What follows belongs to an exercise in optimizing a design on an open flow for small area, a short achievable clock period and few clock cycles per item; a production flow would make more cautious choices. Function was checked by simulation only, so behaviour that the tests miss may differ from the original. Power and IR drop assume default switching activity.

**flow/constraint.sdc**
```tcl
create_clock -name core_clock -period 10.0 [get_ports {clk_i}]
set_input_delay 2.0000 -clock core_clock [delete_from_list [all_inputs] [get_ports {clk_i}]]
set_output_delay 2.0000 -clock core_clock [all_outputs]
set_load 0.01 [all_outputs]
```
**flow/run.sh**
```bash
#!/bin/bash
# synth_recipe.tcl (not shown) runs the flow's synth.tcl, then flattens the netlist and writes it again
# the make line also repeats each setting of config.mk as NAME=value (left out here)
make -C /OpenROAD-flow-scripts/flow DESIGN_CONFIG=/design/flow/config.mk WORK_HOME=/design/flow/orfs CLKGATE_MAP_FILE= SYNTH_SCRIPT=/design/flow/synth_recipe.tcl finish
```
**flow/config.mk**
```make
export PLATFORM = sky130hd
export DESIGN_NAME = pixel_format_blit_to_rgba
export DESIGN_NICKNAME = pixel_format_blit_to_rgba
export VERILOG_FILES = /design/flow/design.v
export SDC_FILE = /design/flow/constraint.sdc
export NUM_CORES = 4
export LEC_CHECK = 0
export CAP_MARGIN = 20
export CORE_MARGIN = 2
export CORE_UTILIZATION = 55
export SETUP_SLACK_MARGIN = 5
export SLEW_MARGIN = 20
export SYNTH_MEMORY_MAX_BITS = 8192
```
**flow/design.v**
```verilog
`default_nettype none
package pfb_pkg;
  localparam int CFG_DIM_W        = 12;
  localparam int CFG_IDX_W        = 3;
  localparam int CFG_DATA_W       = 12;
  localparam int PALETTE_DEPTH_DEF = 256;
  localparam int COORD_BITS_DEF   = 12;
  localparam int PAL_INDEX_W      = 8;
  localparam int PAL_COLOR_W      = 24;
  localparam int ADDR_W           = 24;
  localparam logic [CFG_IDX_W-1:0] REG_PIXEL_MODE = 3'd0;
  localparam logic [CFG_IDX_W-1:0] REG_SRC_WIDTH  = 3'd1;
  localparam logic [CFG_IDX_W-1:0] REG_SRC_HEIGHT = 3'd2;
  localparam logic [CFG_IDX_W-1:0] REG_DST_WIDTH  = 3'd3;
  localparam logic [CFG_IDX_W-1:0] REG_DST_HEIGHT = 3'd4;
  localparam logic OP_PIXEL   = 1'b0;
  localparam logic OP_PAL_WR  = 1'b1;
  localparam logic [15:0] RGB565_R_MASK = 16'hF800;
  localparam logic [15:0] RGB565_G_MASK = 16'h07E0;
  localparam logic [15:0] RGB565_B_MASK = 16'h001F;
  localparam logic [7:0]  ALPHA_OPAQUE  = 8'hff;
  typedef enum logic [1:0] {
    MODE_PAL8     = 2'd0,
    MODE_RGB565   = 2'd1,
    MODE_RGB888   = 2'd2,
    MODE_RGBA8888 = 2'd3
  } pix_mode_e;
  typedef struct packed {
    pix_mode_e              pixel_mode;
    logic [CFG_DIM_W-1:0]   src_width;
    logic [CFG_DIM_W-1:0]   src_height;
    logic [CFG_DIM_W-1:0]   dst_width;
    logic [CFG_DIM_W-1:0]   dst_height;
  } cfg_t;
  typedef struct packed {
    logic                   op;
    logic [31:0]            pixel_data;
    logic [PAL_INDEX_W-1:0] palette_index;
    logic [PAL_COLOR_W-1:0] palette_color;
  } in_t;
  typedef struct packed {
    logic [ADDR_W-1:0]      dest_addr;
    logic [31:0]            rgba_color;
    logic                   frame_last;
  } out_t;
  typedef struct packed {
    logic visible;
    logic last;
  } raster_t;
endpackage
`default_nettype wire
`default_nettype none
module pfb_ram #(
  parameter int WIDTH = 32,
  parameter int DEPTH = 256
) (
  input  wire logic                     clk_i,
  input  wire logic                     we_i,
  input  wire logic [$clog2(DEPTH)-1:0] waddr_i,
  input  wire logic [WIDTH-1:0]         wdata_i,
  input  wire logic                     re_i,
  input  wire logic [$clog2(DEPTH)-1:0] raddr_i,
  output logic      [WIDTH-1:0]         rdata_o
);
  logic [WIDTH-1:0] mem_q [DEPTH];
  always_ff @(posedge clk_i) begin
    if (we_i) begin
      mem_q[waddr_i] <= wdata_i;
    end
    if (re_i) begin
      rdata_o <= mem_q[raddr_i];
    end
  end
endmodule
`default_nettype wire
`default_nettype none
module pfb_palette #(
  parameter int RB = 4,                
  parameter int SB = 4                 
) (
  input  wire logic                 clk_i,
  input  wire logic                 rst_ni,
  output logic [SB-1:0]             ph_o,      
  input  wire logic                 wr_en_i,
  input  wire logic [7:0]           wr_index_i,
  input  wire logic [23:0]          wr_color_i,
  output logic                      wr_ok_o,   
  input  wire logic [SB-1:0]        rd_slot_i,
  input  wire logic [(1<<RB)-1:0]   rd_ring_oh_i,  
  input  wire logic [(1<<SB)-1:0]   rd_pos_oh_i,   
  output logic [31:0]               color_o
);
  localparam int NR = 1 << RB;
  localparam int NL = 1 << SB;
  logic [SB-1:0]               ph_q;
  logic [NR-1:0]               pend_v_q;
  logic [NR-1:0][SB-1:0]       pend_s_q;
  logic [NR-1:0][23:0]         pend_d_q;
  logic [NR-1:0]               ins;
  logic [NR-1:0][NL-1:0][23:0] col_q;
  logic [NR-1:0][NL-1:0]       wrt_q;
  logic [NR-1:0][24:0]         rval;
  logic [RB-1:0]               wr_r;
  logic [SB-1:0]               wr_s;
  assign wr_r = wr_index_i[RB-1:0];
  assign wr_s = wr_index_i[7:RB];
  assign ph_o = ph_q;
  always_ff @(posedge clk_i or negedge rst_ni) begin
    if (!rst_ni) begin
      ph_q <= '0;
    end else begin
      ph_q <= ph_q + SB'(1);
    end
  end
  for (genvar r = 0; r < NR; r++) begin : g_ring
    assign ins[r] = pend_v_q[r] && (pend_s_q[r] == ~ph_q);
    always_ff @(posedge clk_i) begin
      col_q[r] <= {col_q[r][NL-2:0], ins[r] ? pend_d_q[r] : col_q[r][NL-1]};
    end
    always_ff @(posedge clk_i or negedge rst_ni) begin
      if (!rst_ni) begin
        wrt_q[r] <= '0;
      end else begin
        wrt_q[r] <= {wrt_q[r][NL-2:0], ins[r] | wrt_q[r][NL-1]};
      end
    end
    always_ff @(posedge clk_i or negedge rst_ni) begin
      if (!rst_ni) begin
        pend_v_q[r] <= 1'b0;
      end else if (wr_en_i && wr_ok_o && wr_r == RB'(r)) begin
        pend_v_q[r] <= 1'b1;
      end else if (ins[r]) begin
        pend_v_q[r] <= 1'b0;
      end
    end
    always_ff @(posedge clk_i) begin
      if (wr_en_i && wr_ok_o && wr_r == RB'(r)) begin
        pend_s_q[r] <= wr_s;
        pend_d_q[r] <= wr_color_i;
      end
    end
    always_comb begin
      rval[r] = '0;
      for (int k = 0; k < NL; k++) begin
        rval[r] = rval[r] | ({wrt_q[r][k], col_q[r][k]} & {25{rd_pos_oh_i[k]}});
      end
    end
  end
  assign wr_ok_o = !pend_v_q[wr_r] || ins[wr_r];
  logic [24:0] val;
  logic [23:0] pend_rd;
  logic        hit;
  always_comb begin
    val     = '0;
    pend_rd = '0;
    hit     = 1'b0;
    for (int r = 0; r < NR; r++) begin
      val     = val | (rval[r] & {25{rd_ring_oh_i[r]}});
      pend_rd = pend_rd | (pend_d_q[r] & {24{rd_ring_oh_i[r]}});
      hit     = hit | (rd_ring_oh_i[r] & pend_v_q[r] & (pend_s_q[r] == rd_slot_i));
    end
  end
  always_comb begin
    if (hit) begin
      color_o = {8'hff, pend_rd};
    end else if (val[24]) begin
      color_o = {8'hff, val[23:0]};
    end else begin
      color_o = 32'd0;
    end
  end
endmodule
`default_nettype wire
`default_nettype none
module pfb_raster (
  input  wire logic        clk_i,
  input  wire logic        rst_ni,
  input  wire logic [11:0] sw_i,
  input  wire logic [11:0] sh_i,
  input  wire logic [11:0] dw_i,
  input  wire logic [11:0] vis_w_i,
  input  wire logic [11:0] vis_h_i,
  input  wire logic [23:0] base_i,
  input  wire logic [23:0] base2_i,
  input  wire logic        cfg_wr_i,
  input  wire logic        step_i,
  output logic             visible_o,
  output logic             last_o,
  output logic [23:0]      addr_o
);
  logic [11:0] col_q, row_q;
  logic [12:0] col_p1, row_p1;
  logic        org_q;
  logic [23:0] a_q, rn_q, a_cur, rn_cur;
  logic        wrap_c, wrap_r;
  assign col_p1 = {1'b0, col_q} + 13'd1;
  assign row_p1 = {1'b0, row_q} + 13'd1;
  assign wrap_c = col_p1 >= {1'b0, sw_i};
  assign wrap_r = row_p1 >= {1'b0, sh_i};
  assign visible_o = (col_q < vis_w_i) && (row_q < vis_h_i);
  assign last_o    = (col_p1 == {1'b0, vis_w_i}) && (row_p1 == {1'b0, vis_h_i});
  assign a_cur  = org_q ? base_i : a_q;
  assign rn_cur = org_q ? base2_i : rn_q;
  assign addr_o = a_cur;
  always_ff @(posedge clk_i or negedge rst_ni) begin
    if (!rst_ni) begin
      col_q <= '0;
      row_q <= '0;
      org_q <= 1'b1;
    end else if (cfg_wr_i) begin
      col_q <= '0;
      row_q <= '0;
      org_q <= 1'b1;
    end else if (step_i) begin
      if (wrap_c) begin
        col_q <= '0;
        if (wrap_r) begin
          row_q <= '0;
          org_q <= 1'b1;
        end else begin
          row_q <= row_p1[11:0];
          org_q <= 1'b0;
        end
      end else begin
        col_q <= col_p1[11:0];
        org_q <= 1'b0;
      end
    end
  end
  always_ff @(posedge clk_i) begin
    if (step_i) begin
      if (wrap_c) begin
        a_q  <= rn_cur;
        rn_q <= rn_cur + {12'd0, dw_i};
      end else begin
        a_q  <= a_cur + 24'd1;
        rn_q <= rn_cur;
      end
    end
  end
endmodule
`default_nettype wire
`default_nettype none
import pfb_pkg::*;
module pixel_format_blit_to_rgba #(
  parameter int PALETTE_DEPTH = pfb_pkg::PALETTE_DEPTH_DEF,
  parameter int COORD_BITS    = pfb_pkg::COORD_BITS_DEF
) (
  input  wire logic                  clk_i,
  input  wire logic                  rst_ni,
  input  wire logic                  in_valid_i,
  output logic                       in_ready_o,
  input  wire logic [64:0]           in_data_i,
  output logic                       out_valid_o,
  input  wire logic                  out_ready_i,
  output logic [56:0]                out_data_o,
  input  wire logic                  cfg_valid_i,
  output logic                       cfg_ready_o,
  input  wire logic [2:0]            cfg_index_i,
  input  wire logic [11:0]           cfg_data_i
);
  logic        pal_q;
  logic [1:0]  mode_q;
  logic [11:0] sw_q, sh_q, dw_q, dh_q;
  logic        cfg_rdy_q, cfg_wr, cfg_hit, blk_q;
  assign cfg_ready_o = cfg_rdy_q;
  assign cfg_wr      = cfg_valid_i && cfg_rdy_q;
  assign cfg_hit     = cfg_wr && (cfg_index_i <= 3'd4);
  always_ff @(posedge clk_i or negedge rst_ni) begin
    if (!rst_ni) begin
      mode_q <= 2'd3;
      pal_q  <= 1'b0;
      sw_q   <= 12'd1280;
      sh_q   <= 12'd720;
      dw_q   <= 12'd1280;
      dh_q   <= 12'd720;
    end else if (cfg_wr) begin
      case (cfg_index_i)
        3'd0: begin
          mode_q <= cfg_data_i[1:0];
          pal_q  <= (cfg_data_i[1:0] == 2'd0);
        end
        3'd1: sw_q <= cfg_data_i;
        3'd2: sh_q <= cfg_data_i;
        3'd3: dw_q <= cfg_data_i;
        3'd4: dh_q <= cfg_data_i;
        default: ;
      endcase
    end
  end
  logic [11:0] vis_w_q, vis_h_q;
  logic [10:0] off_x_q, off_y_q;
  logic [16:0] plo_q, phi_q;
  logic [23:0] base_q, base2_q;
  logic [11:0] dx, dy;
  assign dx = dw_q - sw_q;
  assign dy = dh_q - sh_q;
  always_ff @(posedge clk_i or negedge rst_ni) begin
    if (!rst_ni) begin
      vis_w_q <= 12'd1280;
      vis_h_q <= 12'd720;
      off_x_q <= '0;
      off_y_q <= '0;
      plo_q   <= '0;
      phi_q   <= '0;
      base_q  <= '0;
      base2_q <= 24'd1280;
    end else begin
      vis_w_q <= (sw_q < dw_q) ? sw_q : dw_q;
      vis_h_q <= (sh_q < dh_q) ? sh_q : dh_q;
      off_x_q <= (dw_q > sw_q) ? dx[11:1] : '0;
      off_y_q <= (dh_q > sh_q) ? dy[11:1] : '0;
      plo_q   <= off_y_q * dw_q[5:0];
      phi_q   <= off_y_q * dw_q[11:6];
      base_q  <= 24'(plo_q) + {1'b0, phi_q, 6'd0} + 24'(off_x_q);
      base2_q <= 24'(plo_q) + {1'b0, phi_q, 6'd0} + 24'(off_x_q) + 24'(dw_q);
    end
  end
  logic        v0_q, vk_q, in_rdy_q;
  logic        op0_q, opk_q;
  logic [31:0] d0_q, dk_q, d_in, d_src;
  logic [15:0] p_oh_q, r_oh_q, p_oh_d, r_oh_d;
  logic [3:0]  ph, p_src;
  logic        acc, adv0, s0_free, v0_d, vk_d;
  logic        out_can, wr_ok, pix0, vis, last, load;
  logic        out_v_q;
  assign in_ready_o = in_rdy_q;
  assign acc        = in_valid_i && in_rdy_q;
  assign d_in       = in_data_i[64] ? in_data_i[31:0] : in_data_i[63:32];
  assign d_src      = vk_q ? dk_q : d_in;
  assign p_src      = d_src[7:4] + ph + 4'd1;
  always_comb begin
    for (int i = 0; i < 16; i++) begin
      p_oh_d[i] = (p_src == 4'(i));
      r_oh_d[i] = (d_src[3:0] == 4'(i));
    end
  end
  assign out_can = !out_v_q || out_ready_i;
  assign pix0    = v0_q && !op0_q;
  assign adv0    = v0_q && (op0_q ? wr_ok : out_can);
  assign s0_free = !v0_q || adv0;
  assign v0_d = s0_free ? (vk_q || acc) : 1'b1;
  assign vk_d = (vk_q || acc) && !s0_free;
  always_ff @(posedge clk_i or negedge rst_ni) begin
    if (!rst_ni) begin
      v0_q      <= 1'b0;
      vk_q      <= 1'b0;
      in_rdy_q  <= 1'b0;
      cfg_rdy_q <= 1'b0;
      blk_q     <= 1'b0;
    end else begin
      v0_q      <= v0_d;
      vk_q      <= vk_d;
      in_rdy_q  <= !vk_d && !cfg_hit && !blk_q;
      cfg_rdy_q <= !v0_d && !vk_d;
      blk_q     <= cfg_hit;
    end
  end
  always_ff @(posedge clk_i) begin
    if (s0_free) begin
      op0_q  <= vk_q ? opk_q : in_data_i[64];
      d0_q   <= d_src;
      p_oh_q <= p_oh_d;
      r_oh_q <= r_oh_d;
    end else begin
      p_oh_q <= {p_oh_q[14:0], p_oh_q[15]};
      if (acc) begin
        opk_q <= in_data_i[64];
        dk_q  <= d_in;
      end
    end
  end
  logic [31:0] pal_color;
  pfb_palette u_palette (
    .clk_i        (clk_i),
    .rst_ni       (rst_ni),
    .ph_o         (ph),
    .wr_en_i      (v0_q && op0_q),
    .wr_index_i   (d0_q[31:24]),
    .wr_color_i   (d0_q[23:0]),
    .wr_ok_o      (wr_ok),
    .rd_slot_i    (d0_q[7:4]),
    .rd_ring_oh_i (r_oh_q),
    .rd_pos_oh_i  (p_oh_q),
    .color_o      (pal_color)
  );
  logic [23:0] addr;
  pfb_raster u_raster (
    .clk_i     (clk_i),
    .rst_ni    (rst_ni),
    .sw_i      (sw_q),
    .sh_i      (sh_q),
    .dw_i      (dw_q),
    .vis_w_i   (vis_w_q),
    .vis_h_i   (vis_h_q),
    .base_i    (base_q),
    .base2_i   (base2_q),
    .cfg_wr_i  (cfg_hit),
    .step_i    (pix0 && adv0),
    .visible_o (vis),
    .last_o    (last),
    .addr_o    (addr)
  );
  logic [31:0] conv, rgba;
  always_comb begin
    case (mode_q)
      2'd1:    conv = {8'hff, d0_q[4:0], 3'd0, d0_q[10:5], 2'd0, d0_q[15:11], 3'd0};
      2'd2:    conv = {8'hff, d0_q[23:0]};
      default: conv = d0_q;
    endcase
  end
  assign rgba = pal_q ? pal_color : conv;
  assign load = pix0 && out_can && vis;
  always_ff @(posedge clk_i or negedge rst_ni) begin
    if (!rst_ni) begin
      out_v_q <= 1'b0;
    end else if (load) begin
      out_v_q <= 1'b1;
    end else if (out_ready_i) begin
      out_v_q <= 1'b0;
    end
  end
  logic [56:0] out_q;
  always_ff @(posedge clk_i) begin
    if (load) begin
      out_q <= {addr, rgba, last};
    end
  end
  assign out_valid_o = out_v_q;
  assign out_data_o  = out_q;
endmodule
`default_nettype wire
```
==> results.json, run 1 <==
{
  "slew_viol_final": 0,
  "rows": 228,
  "final.setup.tns_ns": 0,
  "status": "no timing/DRC/antenna violations",
  "numPortBuffers": 144,
  "grt_remaining_overflow": 0,
  "synth_nets": 15580,
  "power_density_nw_per_um2": 278.1,
  "path_clk_slew_ns": 0.06,
  "end_kind": "flip-flop",
  "ys.flop_type": "dfxtp_1",
  "dp_hpwl_um": 380600,
  "synth_cells": 15230,
  "cts_buffer_depth": 4,
  "die_height_um": 625.5,
  "grt_pass1_vias": 139800,
  "post_cts_buffers": 0,
  "grt_pass1_wl_um": 988800,
  "cts_inserted_buffers": 682,
  "fin_crit_ns": 4.730,
  "critical_path_class": "reg2reg",
  "critical_path_required_ns": 10.69,
  "fin_crit_sh_pct": 47.30,
  "firstDrtPassIters": 6,
  "coreArea_um2": 385100,
  "antenna_left": 0,
  "grt_util_all_layers_pct": 34.42,
  "grt_max_degree": 184,
  "max-cap-violations": 0,
  "ios": 145,
  "ys.warnings.count": 3,
  "setup_violations": 0,
  "antenna_found_initial": 32,
  "finalWirelength_um": 692000,
  "worst_pin_slew_ns": 1.281,
  "htreeDepth": 6,
  "gp_congestion": 0.8650,
  "die_w_um": 625.5,
  "p_leak_nw": 94.10,
  "cp_max_fo": 20,
  "yosys_register_bits": 7281,
  "max_slew_margin_pct": 14.37,
  "startpoint_type": "flip-flop",
  "synthToLayoutAreaGrowth_pct": 14.18,
  "start_util_pct": 55.17,
  "rsz0062_at_grt": "no",
  "ys_top_cells_by_area": "dfxtp_1 (58%), edfxtp_1 (9.0%), a22oi_1 (5.5%), dfrtp_1 (5.5%), a221oi_1 (4.1%)",
  "ys_seq_area_share_pct": 72.76,
  "clk_latency_ns": 1.09,
  "clock_skew_ns": 0.04935,
  "async_flop_share_pct": 6.675,
  "layout-drive-gt1-share_pct": 12.23,
  "cts_tree": "built",
  "post-route-util_pct": 62.99,
  "vias_per_cell": 6.477,
  "synth.top_cell.area_share_pct": 58.04,
  "hp-class": "reg2reg",
  "synth_edf_count": 635,
  "num_vias": 136300,
  "synth_cell_types": 73,
  "arrival_ns": 5.42,
  "netlist_area_um2": 212500,
  "final_hold_viol_count": 0,
  "irDropWorstVdd_uv": 217.8,
  "synth.avg_cell_area_um2": 13.95,
  "wl_per_cell_um": 32.89,
  "drc": 0,
  "fp.dieArea_um2": 391300,
  "cts.sinks": 7281,
  "cts-root-buf": "clkbuf_16",
  "drt_iter0_markers": 15680,
  "yosys.area.top_type": "dfxtp_1",
  "fin_nets": 15750,
  "fmax_ghz": 0.2114
}
## through the flow
step	instance area (um^2)	hold WS, ns	power, W	setup slack [ns]	cells
after floorplan	212500	0.3311	0.03706	5.060	15230
after global placement	219500	0.3322	0.04140	4.429	19770
after detailed placement	219600	0.3359	0.04147	4.559	19770
after CTS	242500	0.3087	0.06747	5.207	21020
after global routing	242600	0.3213	0.06940	5.012	21030
final	242600	0.3185	0.06747	5.270	21040
## synthesized netlist by cell type (26+ instances only)
cell and number:
dfxtp_1 6160, a22oi_1 1544, a221oi_1 989, a22o_1 954
edfxtp_1 635, clkbuf_1 620, mux2_2 519, nand4_1 483
dfrtp_1 463, o21ai_0 359, nand3_1 349, nand2_1 276
buf_1 268, inv_1 209, ha_1 184, xor2_1 159
nor2_1 143, xnor2_1 135, a21oi_1 90, fa_1 85
and2_1 64, a31oi_1 47, and3_1 43, nand2b_1 43
nor3_1 43, mux2i_1 40, buf_2 33, a21o_1 30
nor2b_1 26
## where the power goes
group	leakage (nW)	internal (W)	switching, W
Clock	11.3	0.0152	0.0112
Sequential	62.0	0.0310	0.00128
Combinational	20.8	0.00259	0.00622
Total	94.1	0.0488	0.0187
## worst paths after layout
| check | from | end | slack (ns) | depth (start not counted) |
|---|---|---|---|---|
| max in group asynchronous | rst_ni | pal_q$_DFFE_PN0P_ | 7.38 | 2 |
| worst min-delay path | u_palette.col_q[4700]$_DFF_P_ | u_palette.col_q[4724]$_DFF_P_ | 0.32 | 0 |
| worst max-delay path | u_palette.ph_q[2]$_DFF_PN0_ | u_palette.pend_d_q[163]$_DFFE_PP_ | 5.27 | 9 |
| worst min register to register | u_palette.col_q[4700]$_DFF_P_ | u_palette.col_q[4724]$_DFF_P_ | 0.32 | 0 |
| min in group asynchronous | rst_ni | u_palette.wrt_q[117]$_DFF_PN0_ | 0.92 | 1 |
| worst max register to register | u_palette.ph_q[2]$_DFF_PN0_ | u_palette.pend_d_q[163]$_DFFE_PP_ | 5.27 | 9 |
## registers in the layout (all words and copies together) (netlist names), 16 cells and up
register            flops
u_palette.col_q      6144
u_palette.pend_d_q    384
u_palette.wrt_q       256
u_palette.pend_s_q     64
out_q                  57
d0_q                   32
dk_q                   32
base2_q                24
base_q                 24
u_raster.a_q           24
u_raster.rn_q          24
phi_q                  17
plo_q                  17
p_oh_q                 16
r_oh_q                 16
u_palette.pend_v_q     16
## routing by layer
layer	wire length, um	part of all wire, %	GRT usage, %	vias to the layer above
met5	63	0.0091	0	-
met4	32800	4.7	15.70	10
met3	61830	8.9	7.375	1574
met2	313300	45	53.96	7310
met1	284000	41	45.90	69700
li1	-	-	-	57690
## logic make-up (layout without fill, tap and decap cells)
kind of cell,after synthesis,count (layout),synth area share (%)
XOR/XNOR,294,294,1.212
AND/OR/NAND/NOR,1538,1538,3.840
buffers and inverters,1137,1873,2.044
other,0,20,0
multiplexers,564,564,2.992
flip-flops,7281,7281,72.76
adder cells (fa/ha/maj),269,269,1.885
AO/OA/AOI/OAI,4144,4144,15.27
## layout by cell type (no fill, tap or decap), types with 142 or more instances in the layout
| cell | n |
|---|---|
| mux2_2 | 519 |
| dfxtp_1 | 6144 |
| buf_4 | 225 |
| clkdlybuf4s50_1 | 142 |
| a22oi_1 | 1544 |
| nand2_1 | 262 |
| inv_1 | 206 |
| xor2_1 | 159 |
| clkbuf_8 | 148 |
| clkbuf_1 | 186 |
| edfxtp_1 | 635 |
| nand3_1 | 349 |
| ha_1 | 184 |
| o21ai_0 | 359 |
| a22o_1 | 954 |
| clkbuf_16 | 708 |
| nand4_1 | 483 |
| a221oi_1 | 989 |
| dfrtp_1 | 459 |
## critical path, stage by stage, from the launching register on
cell      delay, ns
dfrtp_1        0.32
buf_4          0.37
xnor2_1        0.18
nor4_4         0.29
buf_4          0.61
nand2b_1       0.21
mux4_2         0.24
nand3_1        0.47
nor2_4         0.82
buf_4          0.78
## area by class of cell
class,count,area (um^2)
Tap cell,5060,6331
Sequential cell,7281,154600
Inverter,209,788.3
Antenna cell,20,50.05
Timing Repair Buffer,411,3964
Clock buffer,1043,20460
Clock inverter,210,2507
Fill cell,28570,142500
Multi-Input combinational cell,6809,53850
## repair_timing
action,CTS,global route
hold buffers,0,0
resized for setup,0,2
endpoints found under the setup margin,0,1
Testbench counts, summed over its fixed seeds: cycles 39,514, pixels 35,797.
==> run 2: changes to the inputs <==
--- a/flow/design.v
+++ b/flow/design.v
@@ -83,6 +83,7 @@
   output logic [SB-1:0]             ph_o,      
   input  wire logic                 wr_en_i,
-  input  wire logic [7:0]           wr_index_i,
+  input  wire logic [7:0]           wr_index_i,    
   input  wire logic [23:0]          wr_color_i,
+  input  wire logic [(1<<RB)-1:0]   wr_ring_oh_i,  
   output logic                      wr_ok_o,   
   input  wire logic [SB-1:0]        rd_slot_i,
@@ -97,11 +98,9 @@
   logic [NR-1:0][SB-1:0]       pend_s_q;
   logic [NR-1:0][23:0]         pend_d_q;
-  logic [NR-1:0]               ins;
+  logic [NR-1:0]               ins, free, load;
   logic [NR-1:0][NL-1:0][23:0] col_q;
   logic [NR-1:0][NL-1:0]       wrt_q;
   logic [NR-1:0][24:0]         rval;
-  logic [RB-1:0]               wr_r;
   logic [SB-1:0]               wr_s;
-  assign wr_r = wr_index_i[RB-1:0];
   assign wr_s = wr_index_i[7:RB];
   assign ph_o = ph_q;
@@ -114,5 +113,7 @@
   end
   for (genvar r = 0; r < NR; r++) begin : g_ring
-    assign ins[r] = pend_v_q[r] && (pend_s_q[r] == ~ph_q);
+    assign ins[r]  = pend_v_q[r] && (pend_s_q[r] == ~ph_q);
+    assign free[r] = !pend_v_q[r] || ins[r];
+    assign load[r] = wr_en_i && wr_ring_oh_i[r] && free[r];
     always_ff @(posedge clk_i) begin
       col_q[r] <= {col_q[r][NL-2:0], ins[r] ? pend_d_q[r] : col_q[r][NL-1]};
@@ -128,5 +129,5 @@
       if (!rst_ni) begin
         pend_v_q[r] <= 1'b0;
-      end else if (wr_en_i && wr_ok_o && wr_r == RB'(r)) begin
+      end else if (load[r]) begin
         pend_v_q[r] <= 1'b1;
       end else if (ins[r]) begin
@@ -135,5 +136,5 @@
     end
     always_ff @(posedge clk_i) begin
-      if (wr_en_i && wr_ok_o && wr_r == RB'(r)) begin
+      if (load[r]) begin
         pend_s_q[r] <= wr_s;
         pend_d_q[r] <= wr_color_i;
@@ -147,5 +148,5 @@
     end
   end
-  assign wr_ok_o = !pend_v_q[wr_r] || ins[wr_r];
+  assign wr_ok_o = |(wr_ring_oh_i & free);
   logic [24:0] val;
   logic [23:0] pend_rd;
@@ -190,12 +191,19 @@
 );
   logic [11:0] col_q, row_q;
-  logic [12:0] col_p1, row_p1;
+  logic [12:0] col_p1, row_p1, col_p2, row_p2;
   logic        org_q;
   logic [23:0] a_q, rn_q, a_cur, rn_cur;
-  logic        wrap_c, wrap_r;
+  logic        wc_q, wr_q;
+  logic        wc_hold, wc_inc, wc_zero, wr_hold, wr_inc, wr_zero;
   assign col_p1 = {1'b0, col_q} + 13'd1;
   assign row_p1 = {1'b0, row_q} + 13'd1;
-  assign wrap_c = col_p1 >= {1'b0, sw_i};
-  assign wrap_r = row_p1 >= {1'b0, sh_i};
+  assign col_p2 = {1'b0, col_q} + 13'd2;
+  assign row_p2 = {1'b0, row_q} + 13'd2;
+  assign wc_hold = col_p1 >= {1'b0, sw_i};
+  assign wc_inc  = col_p2 >= {1'b0, sw_i};
+  assign wc_zero = sw_i <= 12'd1;
+  assign wr_hold = row_p1 >= {1'b0, sh_i};
+  assign wr_inc  = row_p2 >= {1'b0, sh_i};
+  assign wr_zero = sh_i <= 12'd1;
   assign visible_o = (col_q < vis_w_i) && (row_q < vis_h_i);
   assign last_o    = (col_p1 == {1'b0, vis_w_i}) && (row_p1 == {1'b0, vis_h_i});
@@ -208,27 +216,39 @@
       row_q <= '0;
       org_q <= 1'b1;
+      wc_q  <= 1'b0;
+      wr_q  <= 1'b0;
     end else if (cfg_wr_i) begin
       col_q <= '0;
       row_q <= '0;
       org_q <= 1'b1;
+      wc_q  <= wc_zero;
+      wr_q  <= wr_zero;
     end else if (step_i) begin
-      if (wrap_c) begin
+      if (wc_q) begin
         col_q <= '0;
-        if (wrap_r) begin
+        wc_q  <= wc_zero;
+        if (wr_q) begin
           row_q <= '0;
           org_q <= 1'b1;
+          wr_q  <= wr_zero;
         end else begin
           row_q <= row_p1[11:0];
           org_q <= 1'b0;
+          wr_q  <= wr_inc;
         end
       end else begin
         col_q <= col_p1[11:0];
         org_q <= 1'b0;
+        wc_q  <= wc_inc;
+        wr_q  <= wr_hold;
       end
+    end else begin
+      wc_q <= wc_hold;
+      wr_q <= wr_hold;
     end
   end
   always_ff @(posedge clk_i) begin
     if (step_i) begin
-      if (wrap_c) begin
+      if (wc_q) begin
         a_q  <= rn_cur;
         rn_q <= rn_cur + {12'd0, dw_i};
@@ -263,5 +283,6 @@
   logic [1:0]  mode_q;
   logic [11:0] sw_q, sh_q, dw_q, dh_q;
-  logic        cfg_rdy_q, cfg_wr, cfg_hit, blk_q;
+  logic        cfg_rdy_q, cfg_wr, cfg_hit;
+  logic [1:0]  blk_q;
   assign cfg_ready_o = cfg_rdy_q;
   assign cfg_wr      = cfg_valid_i && cfg_rdy_q;
@@ -291,29 +312,23 @@
   logic [11:0] vis_w_q, vis_h_q;
   logic [10:0] off_x_q, off_y_q;
-  logic [16:0] plo_q, phi_q;
-  logic [23:0] base_q, base2_q;
+  logic [3:0][13:0] pp_q;
+  logic [16:0] s01_q, s23_q;
+  logic [12:0] oxd_q;
+  logic [23:0] base_q, base2_q, s_sum;
   logic [11:0] dx, dy;
-  assign dx = dw_q - sw_q;
-  assign dy = dh_q - sh_q;
-  always_ff @(posedge clk_i or negedge rst_ni) begin
-    if (!rst_ni) begin
-      vis_w_q <= 12'd1280;
-      vis_h_q <= 12'd720;
-      off_x_q <= '0;
-      off_y_q <= '0;
-      plo_q   <= '0;
-      phi_q   <= '0;
-      base_q  <= '0;
-      base2_q <= 24'd1280;
-    end else begin
-      vis_w_q <= (sw_q < dw_q) ? sw_q : dw_q;
-      vis_h_q <= (sh_q < dh_q) ? sh_q : dh_q;
-      off_x_q <= (dw_q > sw_q) ? dx[11:1] : '0;
-      off_y_q <= (dh_q > sh_q) ? dy[11:1] : '0;
-      plo_q   <= off_y_q * dw_q[5:0];
-      phi_q   <= off_y_q * dw_q[11:6];
-      base_q  <= 24'(plo_q) + {1'b0, phi_q, 6'd0} + 24'(off_x_q);
-      base2_q <= 24'(plo_q) + {1'b0, phi_q, 6'd0} + 24'(off_x_q) + 24'(dw_q);
-    end
+  assign dx    = dw_q - sw_q;
+  assign dy    = dh_q - sh_q;
+  assign s_sum = 24'(s01_q) + {1'd0, s23_q, 6'd0};
+  always_ff @(posedge clk_i) begin
+    vis_w_q <= (sw_q < dw_q) ? sw_q : dw_q;
+    vis_h_q <= (sh_q < dh_q) ? sh_q : dh_q;
+    off_x_q <= (dw_q > sw_q) ? dx[11:1] : '0;
+    off_y_q <= (dh_q > sh_q) ? dy[11:1] : '0;
+    for (int i = 0; i < 4; i++) pp_q[i] <= off_y_q * dw_q[3*i +: 3];
+    s01_q   <= 17'(pp_q[0]) + {pp_q[1], 3'd0};
+    s23_q   <= 17'(pp_q[2]) + {pp_q[3], 3'd0};
+    oxd_q   <= 13'(off_x_q) + 13'(dw_q);
+    base_q  <= s_sum + 24'(off_x_q);
+    base2_q <= s_sum + 24'(oxd_q);
   end
   logic        v0_q, vk_q, in_rdy_q;
@@ -321,5 +336,6 @@
   logic [31:0] d0_q, dk_q, d_in, d_src;
   logic [15:0] p_oh_q, r_oh_q, p_oh_d, r_oh_d;
-  logic [3:0]  ph, p_src;
+  logic [3:0]  ph, p_src, r_src;
+  logic        op_src;
   logic        acc, adv0, s0_free, v0_d, vk_d;
   logic        out_can, wr_ok, pix0, vis, last, load;
@@ -330,8 +346,10 @@
   assign d_src      = vk_q ? dk_q : d_in;
   assign p_src      = d_src[7:4] + ph + 4'd1;
+  assign op_src     = vk_q ? opk_q : in_data_i[64];
+  assign r_src      = op_src ? d_src[27:24] : d_src[3:0];
   always_comb begin
     for (int i = 0; i < 16; i++) begin
       p_oh_d[i] = (p_src == 4'(i));
-      r_oh_d[i] = (d_src[3:0] == 4'(i));
+      r_oh_d[i] = (r_src == 4'(i));
     end
   end
@@ -348,16 +366,16 @@
       in_rdy_q  <= 1'b0;
       cfg_rdy_q <= 1'b0;
-      blk_q     <= 1'b0;
+      blk_q     <= 2'b11;
     end else begin
       v0_q      <= v0_d;
       vk_q      <= vk_d;
-      in_rdy_q  <= !vk_d && !cfg_hit && !blk_q;
+      in_rdy_q  <= !vk_d && !cfg_hit && !(|blk_q);
       cfg_rdy_q <= !v0_d && !vk_d;
-      blk_q     <= cfg_hit;
+      blk_q     <= {blk_q[0], cfg_hit};
     end
   end
   always_ff @(posedge clk_i) begin
     if (s0_free) begin
-      op0_q  <= vk_q ? opk_q : in_data_i[64];
+      op0_q  <= op_src;
       d0_q   <= d_src;
       p_oh_q <= p_oh_d;
@@ -379,4 +397,5 @@
     .wr_index_i   (d0_q[31:24]),
     .wr_color_i   (d0_q[23:0]),
+    .wr_ring_oh_i (r_oh_q),
     .wr_ok_o      (wr_ok),
     .rd_slot_i    (d0_q[7:4]),
@@ -422,6 +441,8 @@
   end
   logic [56:0] out_q;
-  always_ff @(posedge clk_i) begin
-    if (load) begin
+  always_ff @(posedge clk_i or negedge rst_ni) begin
+    if (!rst_ni) begin
+      out_q <= '0;
+    end else if (load) begin
       out_q <= {addr, rgba, last};
     end
==> flow/flow/run.sh (new file) <==
#!/bin/bash
set -euo pipefail
export SETUP_SLACK_MARGIN=6.4
bash standard.sh > standard.log 2>&1
==> flow/standard.sh (new file) <==
#!/bin/bash
# synth_recipe.tcl (not shown) runs the flow's synth.tcl, then flattens the netlist and writes it again
# the make line also repeats each setting of config.mk as NAME=value (left out here)
make -C /OpenROAD-flow-scripts/flow DESIGN_CONFIG=/design/flow/config.mk WORK_HOME=/design/flow/orfs CLKGATE_MAP_FILE= SYNTH_SCRIPT=/design/flow/synth_recipe.tcl "${@:-finish}"
--- a/flow/config.mk
+++ b/flow/config.mk
@@ -9,5 +9,5 @@
 export CORE_MARGIN = 2
 export CORE_UTILIZATION = 55
-export SETUP_SLACK_MARGIN = 5
+export CTS_CLUSTER_DIAMETER = 45
+export CTS_CLUSTER_SIZE = 28
 export SLEW_MARGIN = 20
-export SYNTH_MEMORY_MAX_BITS = 8192
removed: flow/run.sh
==> run 2 against run 1 <==
  * Still clean
  * Area after synthesis rose by 1.8%
  * Hold slack got worse by 0.0057 ns
  * Global-route usage rose by 0.19 points
  * Clock skew rose by 0.013 ns
  * Critical endpoint is now out_data_o[13]
==> results.json, run 2 <==
{
  "status": "no timing/DRC/antenna violations",
  "rows": 230,
  "power_density_nw_per_um2": 283.2,
  "cts_inserted_buffers": 601,
  "fp.dieArea_um2": 398100,
  "drc": 0,
  "synth.avg_cell_area_um2": 13.50,
  "ys_top_cells_by_area": "dfxtp_1 (59%), edfxtp_1 (8.0%), a22oi_1 (7.2%), dfrtp_1 (4.6%), a22o_1 (2.8%)",
  "clock_skew_ns": 0.06248,
  "cts-root-buf": "clkbuf_16",
  "critical_path_class": "reg2out",
  "cp_top_family": "flip-flops",
  "drt_iter0_markers": 16800,
  "synth_xor_xnor_area_share_pct": 1.465,
  "synth-compound-area-share_pct": 15.14,
  "max-cap-violations": 0,
  "arrival_ns": 1.84,
  "rsz0062_at_grt": "yes",
  "yosys_register_bits": 7353,
  "ios": 145,
  "gp_congestion": 0.8604,
  "dp_hpwl_um": 383200,
  "synth.most_common_cell": "dfxtp_1",
  "ys.flop_type": "dfxtp_1",
  "instances_no_fill": 21980,
  "layout-drive-gt1-share_pct": 13.46,
  "fmax_ghz": 0.2604,
  "synth_nets": 16390,
  "max_stage_delay_ns": 0.59,
  "fin_nets": 16600,
  "final_common_cell": "dfxtp_1",
  "wl_per_cell_um": 32.77,
  "antenna_found_initial": 46,
  "placed_cells_incl_taps": 20710,
  "die_w_um": 630.9,
  "end_kind": "output pin",
  "start_util_pct": 55.15,
  "htreeDepth": 6,
  "irDropWorstVdd_uv": 230.7,
  "fin_ws_ns": 6.159,
  "ys_seq_area_share_pct": 71.75,
  "vias_per_cell": 6.450,
  "worst_path_max_delay_cell": "dfrtp_2",
  "synth_cell_types": 76,
  "cts_buffer_depth": 4,
  "grt_remaining_overflow": 0,
  "grt_pass1_wl_um": 1011000,
  "worstPathCellList": "buf_6",
  "max_slew_margin_pct": 22.94,
  "slew_viol_final": 0,
  "synth_edf_count": 578,
  "cts.sinks": 7353,
  "synthToLayoutAreaGrowth_pct": 14.42,
  "netlist_area_um2": 216200,
  "fin_crit_ns": 3.841,
  "synth_simple_gate_area_share_pct": 4.532,
  "postCtsHoldBufs": 0,
  "grt_max_degree": 180,
  "p_leak_nw": 96.43,
  "grt_util_all_layers_pct": 34.62,
  "setup_violations": 0,
  "final_hold_viol_count": 0,
  "startpoint_type": "flip-flop",
  "antenna_left": 0,
  "critical_path_buf_inv_count": 1,
  "hp-class": "reg2reg",
  "clk_latency_ns": 1.11,
  "firstDrtPassIters": 8,
  "numPortBuffers": 144,
  "fin_crit_sh_pct": 38.41,
  "yosys.area.top_type": "dfxtp_1",
  "critical_path_required_ns": 8.00,
  "dp_slack_ns": 4.364,
  "synth.top_cell.area_share_pct": 58.87,
  "largest_reg_flops": 6144,
  "num_vias": 141800,
  "cts_tree": "built",
  "synth_top_family_by_area": "compound AO/OA/AOI/OAI gates",
  "coreArea_um2": 392000,
  "finalWirelength_um": 720200,
  "async_flop_share_pct": 5.685,
  "final_cell_mix": "dfxtp_1 (6337), a22oi_1 (2072), a22o_1 (692)",
  "worst_pin_slew_ns": 1.156,
  "netlist_top_cells_count": "dfxtp_1 (6357), a22oi_1 (2073), a22o_1 (692)",
  "synthAdderAreaFrac_pct": 1.846,
  "die_height_um": 630.9,
  "final.setup.tns_ns": 0,
  "cp_max_fo": 2,
  "synth_cells": 16010,
  "synthMuxAreaShare_pct": 2.852,
  "reg.largest.list": "u_palette.col_q (6144), u_palette.pend_d_q (384), u_palette.wrt_q (256)",
  "largest_register": "u_palette.col_q",
  "ys.warnings.count": 3,
  "grt_pass1_vias": 142400,
  "path_clk_slew_ns": 0.09
}
-- run 2: changes by cell type after synthesis, moves of 94 or more --
cell      before   now
a221oi_1     989   688
clkbuf_1     620   360
o21ai_0      359   521
a22oi_1     1544  2073
a22o_1       954   692
buf_2         33   328
nand2_1      276   374
nor2_1       143   237
dfxtp_1     6160  6357
nand3_1      349   511
-- run 2: logic make-up after synthesis --
| family | count (synthesis) |
|---|---|
| multiplexers | 551 |
| AO/OA/AOI/OAI | 4349 |
| AND/OR/NAND/NOR | 1918 |
| adder cells (fa/ha/maj) | 289 |
| flip-flops | 7353 |
| XOR/XNOR | 359 |
| buffers and inverters | 1192 |
-- run 2: per-stage QoR --
stage	area, um^2	hold WS (ns)	total power [W]	utilization (%)
after CTS	246000	0.3187	0.06959	62.77
after floorplan	216500	0.3096	0.03904	-
after global placement	223100	0.3103	0.04427	56.92
after global routing	247300	0.3188	0.07200	63.10
final	247300	0.3127	0.07005	63.10
after detailed placement	223100	0.3132	0.04439	56.92
-- run 2: final timing paths --
check,from,end,slack (ns),cells past startpoint
setup / recovery,out_q[13]$_DFFE_PN0P_,out_data_o[13],6.16,1
hold reg to reg,u_palette.col_q[5171]$_DFF_P_,u_palette.col_q[5195]$_DFF_P_,0.31,0
setup reg to reg,r_oh_q[10]$_DFFE_PN_,u_palette.pend_d_q[251]$_DFFE_PP_,6.37,5
hold / removal,u_palette.col_q[5171]$_DFF_P_,u_palette.col_q[5195]$_DFF_P_,0.31,0
max in group asynchronous,rst_ni,out_q[1]$_DFFE_PN0P_,6.79,3
min in group asynchronous,rst_ni,dw_q[4]$_DFFE_PN0P_,0.89,1
-- run 2: cell type report --
class                      count  area (um^2)
tap                         5220         6531
antenna                       14        35.03
clock inverter               425         5084
multi-input combinational   7470        56600
sequential                  7353       155200
fill                       29270       144600
inverter                     249        938.4
timing repair buffer         553         6703
clock buffer                 695        16230
-- run 2: worst reg2reg max path, stage by stage (launching register included) --
cell and delay (ns):
edfxtp_1 0.84, buf_4 0.55, nand2_1 0.22, nor2_4 0.16, buf_4 0.69, buf_4 0.78
-- run 2: power by group --
group          internal [W]  total [W]  switching (W)
clock                0.0132     0.0252         0.0120
combinational       0.00350     0.0117        0.00818
sequential           0.0317     0.0332        0.00146
total                0.0484     0.0700         0.0216
-- run 2: layer usage --
metal / up-vias / share of wire (%) / track usage (%)
met4: 26 / 5.5 / 16.83
met1: 71900 / 41 / 47.17
met3: 1735 / 9.6 / 7.084
met2: 7809 / 44 / 52.94
li1: 60300 / - / -
met5: - / 0.024 / 0
-- run 2: timing repair --
action	CTS	global route
endpoints found under the setup margin	338	211
pin swaps	14	12
setup buffers	44	59
gates resized for setup	453	107
cloned	21	15
endpoints found under the hold margin	0	0
Testbench counts of run 2, summed over its fixed seeds: cycles 39,583, pixels 35,797.
==> run 3: changes to the inputs <==
==> flow/flow/run.sh (replaced) <==
#!/bin/bash
set -euo pipefail
export SETUP_SLACK_MARGIN=6.2
bash standard.sh > standard.log 2>&1
==> run 3 against run 2 <==
  * Still clean on timing, DRC and antenna
  * Combinational power shrank 7%
  * Clock power shrank 2%
  * Clock skew grew 0.0012 ns
  * Critical endpoint is now out_q[24]$_DFFE_PN0P_
  * Largest cell class unchanged
==> results.json, run 3 <==
{
  "synthToLayoutAreaGrowth_pct": 13.38,
  "synth_cells": 16010,
  "final_cell_area_um2": 245100,
  "fmax_ghz": 0.2580,
  "rows": 230,
  "cts-root-buf": "clkbuf_16",
  "min_from": "pp_q[30]$_DFF_P_",
  "timing.rr.end": "out_q[24]$_DFFE_PN0P_",
  "holdWs_ns": 0.3093,
  "synth.most_common_cell": "dfxtp_1",
  "largest_reg_flops": 6144,
  "max_slew_margin_pct": 19.23,
  "netlist_top_cells_count": "dfxtp_1 (6357), a22oi_1 (2073), a22o_1 (692)",
  "max_stage_delay_ns": 0.58,
  "vias_per_cell": 6.423,
  "antenna_found_initial": 42,
  "clock_skew_ns": 0.06369,
  "cts.sinks": 7353,
  "firstDrtPassIters": 6,
  "arrival_ns": 4.84,
  "final_common_cell": "dfxtp_1",
  "critical_path_required_ns": 10.96,
  "yosys.area.top_type": "dfxtp_1",
  "synth_edf_count": 578,
  "ys.flop_type": "dfxtp_1",
  "grt_remaining_overflow": 0,
  "reg2reg_depth": 10,
  "worst_path_max_delay_cell": "nor4_4",
  "netlist_area_um2": 216200,
  "synth.top_cell.area_share_pct": 58.87,
  "grt.met2_usage_pct": 52.90,
  "yosys_register_bits": 7353,
  "num_vias": 140400,
  "cts_buffer_depth": 4,
  "fin_nets": 16490,
  "synth.avg_cell_area_um2": 13.50,
  "layout-drive-gt1-share_pct": 12.64,
  "worst_pin_slew_ns": 1.211,
  "final.setup.tns_ns": 0,
  "drt_iter0_markers": 16250,
  "critical_path_class": "reg2reg",
  "ys_seq_area_share_pct": 71.75,
  "min_path_cells": 0,
  "synth_nets": 16390,
  "ys_top_cells_by_area": "dfxtp_1 (59%), edfxtp_1 (8.0%), a22oi_1 (7.2%), dfrtp_1 (4.6%), a22o_1 (2.8%)",
  "setup_violations": 0,
  "grt_util_all_layers_pct": 34.02,
  "p_leak_nw": 95.37,
  "reg.largest.list": "u_palette.col_q (6144), u_palette.pend_d_q (384), u_palette.wrt_q (256)",
  "path_clk_slew_ns": 0.07,
  "fillCellCount": 29520,
  "synth_cell_types": 76,
  "power_density_nw_per_um2": 281.9,
  "busiest_layer": "met2",
  "fin_crit_sh_pct": 38.76,
  "status": "no timing/DRC/antenna violations",
  "r2r-start": "p_oh_q[4]$_DFF_P_",
  "finalWirelength_um": 701700,
  "grt_pass1_wl_um": 996900,
  "finalPower_w": 0.06909,
  "drc": 0,
  "cts_inserted_buffers": 591,
  "ios": 145,
  "grt_use_met1_pct": 46.19,
  "hold_end": "s23_q[2]$_DFF_P_",
  "dp_hpwl_um": 383100,
  "slew_viol_final": 0,
  "startpoint_type": "flip-flop",
  "ys.warnings.count": 3,
  "cp_max_fo": 73,
  "fin_crit_ns": 3.876,
  "die_w_um": 630.9,
  "start_util_pct": 55.15,
  "cp_common_cell": "a22o_1",
  "worstPathCellList": "buf_12 -> buf_4 -> a22o_1 -> a221oi_1 -> nand4_1 -> a22oi_1 -> nand3_1 -> nor4_4 -> o221ai_2 -> a22o_1",
  "htreeDepth": 6,
  "grt_max_degree": 165,
  "clk_latency_ns": 1.09,
  "irDropWorstVdd_uv": 210.2,
  "cts_tree": "built",
  "async_flop_share_pct": 5.685,
  "max-cap-violations": 0,
  "antenna_left": 0,
  "die_height_um": 630.9,
  "postCtsHoldBufs": 0,
  "rsz0062_at_grt": "yes",
  "final_cell_mix": "dfxtp_1 (6340), a22oi_1 (2073), a22o_1 (692)",
  "numPortBuffers": 144,
  "end_kind": "flip-flop",
  "gp_congestion": 0.8760,
  "r2r_setup_slack_ns": 6.12,
  "grt_pass1_vias": 142400,
  "coreArea_um2": 392000,
  "wl_per_cell_um": 32.11,
  "fp.dieArea_um2": 398100,
  "final_hold_viol_count": 0,
  "grt_use_met3_pct": 7.141,
  "hp-class": "reg2reg",
  "largest_register": "u_palette.col_q",
  "placed_area_um2": 223200
}
run 3: kinds of logic (layout without fill, tap and decap cells):
family / Yosys count / count (layout) / share of synthesized area [%]
buffers and inverters: 1192 / 1804 / 2.418
adder cells (fa/ha/maj): 289 / 289 / 1.846
flip-flops: 7353 / 7353 / 71.75
AO/OA/AOI/OAI: 4349 / 4349 / 15.14
XOR/XNOR: 359 / 359 / 1.465
other: 0 / 10 / 0
multiplexers: 551 / 551 / 2.852
AND/OR/NAND/NOR: 1918 / 1919 / 4.532
run 3: critical path: cells and delay by family, from the launching register on:
kind | cells | cell delay (ns)
compound gates | 5 | 1.31
simple gates | 3 | 0.94
flops | 1 | 0.51
buf+inv | 2 | 0.76
run 3: how the worst max path moves through the flow:
stage	depth (start not counted)	endpoint	start	slack, ns
CTS	1	out_data_o[12]	out_q[12]$_DFFE_PN0P_	6.17
global placement	13	p_oh_q[7]$_DFF_P_	in_data_i[64]	4.51
detailed placement	13	p_oh_q[11]$_DFF_P_	in_data_i[64]	4.56
finish	10	out_q[24]$_DFFE_PN0P_	p_oh_q[4]$_DFF_P_	6.12
global route	15	pp_q[12]$_DFF_P_	off_y_q[2]$_SDFF_PN0_	6.04
floorplan	14	p_oh_q[11]$_DFF_P_	in_data_i[64]	5.66
run 3: per-layer routing:
layer  part of all wire [%]  wire length, um
met1                     41           290400
met2                     45           312500
met3                    9.3            65160
met4                    4.8            33430
met5                  0.031              221
run 3: report_power, final:
part | internal [W] | switching [W] | leakage [nW]
combinational | 0.00316 | 0.00775 | 23.0
clock | 0.0129 | 0.0119 | 10.2
sequential | 0.0317 | 0.00160 | 62.2
run 3: repair_timing:
item / 4_1_cts / 5_1_grt
pin swaps: 6 / 7
endpoints found under the hold margin: 0 / 0
gates resized for setup: 275 / 60
setup buffers: 17 / 11
gates cloned: 5 / 5
endpoints found under the setup margin: 288 / 70
run 3: final cells by class:
type	instances	area, um^2	area share, %
Antenna cell	10	25.02	0.01021
Clock buffer	681	16130	6.582
Clock inverter	418	4806	1.961
Inverter	249	938.4	0.3829
Multi-Input combinational cell	7467	56540	23.07
Sequential cell	7353	155200	63.33
Tap cell	5220	6531	2.665
Timing Repair Buffer	456	4912	2.004
run 3: stage by stage:
stage	setup slack [ns]	std cells	utilization [%]
finish	6.124	21850	62.53
detailed placement	4.557	20710	56.94
global route	6.039	21850	62.53
global placement	4.509	20700	56.91
floorplan	5.661	16010	-
CTS	6.172	21830	62.41

## static timing again, ports no longer ideal
The results above use ideal ports. As a check the final layouts listed here were re-extracted and re-timed, cells and wires unchanged. Step 1, drivers: a clkbuf_16 drives clk_i and a buf_2 each remaining input, both assumed. Step 2 moves the port delays by t, midway between the first and last clock arrival at a register: inputs arrive t later, outputs are due t later. That takes back most of the time a late clock gives input paths. a / b / c = ideal ports / drivers / drivers and shift; a / b = the first two.
run | t (ns) | setup WS [ns] | hold WS [ns] | worst slew at a driven data input, ns | pins driven straight from the clock port
run 1 | 1.175 | 5.270 / 5.270 / 4.394 | 0.318 / 0.318 / 0.318 | 0.17 | 1
run 2 | 1.192 | 6.159 / 6.041 / 5.297 | 0.313 / 0.313 / 0.313 | 0.17 | 1
run 3 | 1.181 | 6.124 / 6.099 / 5.205 | 0.309 / 0.309 / 0.309 | 0.05 | 1
After both steps setup and hold are still met in every run listed. The setup slack of run 3, which loses most, moves by -0.025 ns with the drivers and by -0.919 ns with both steps.
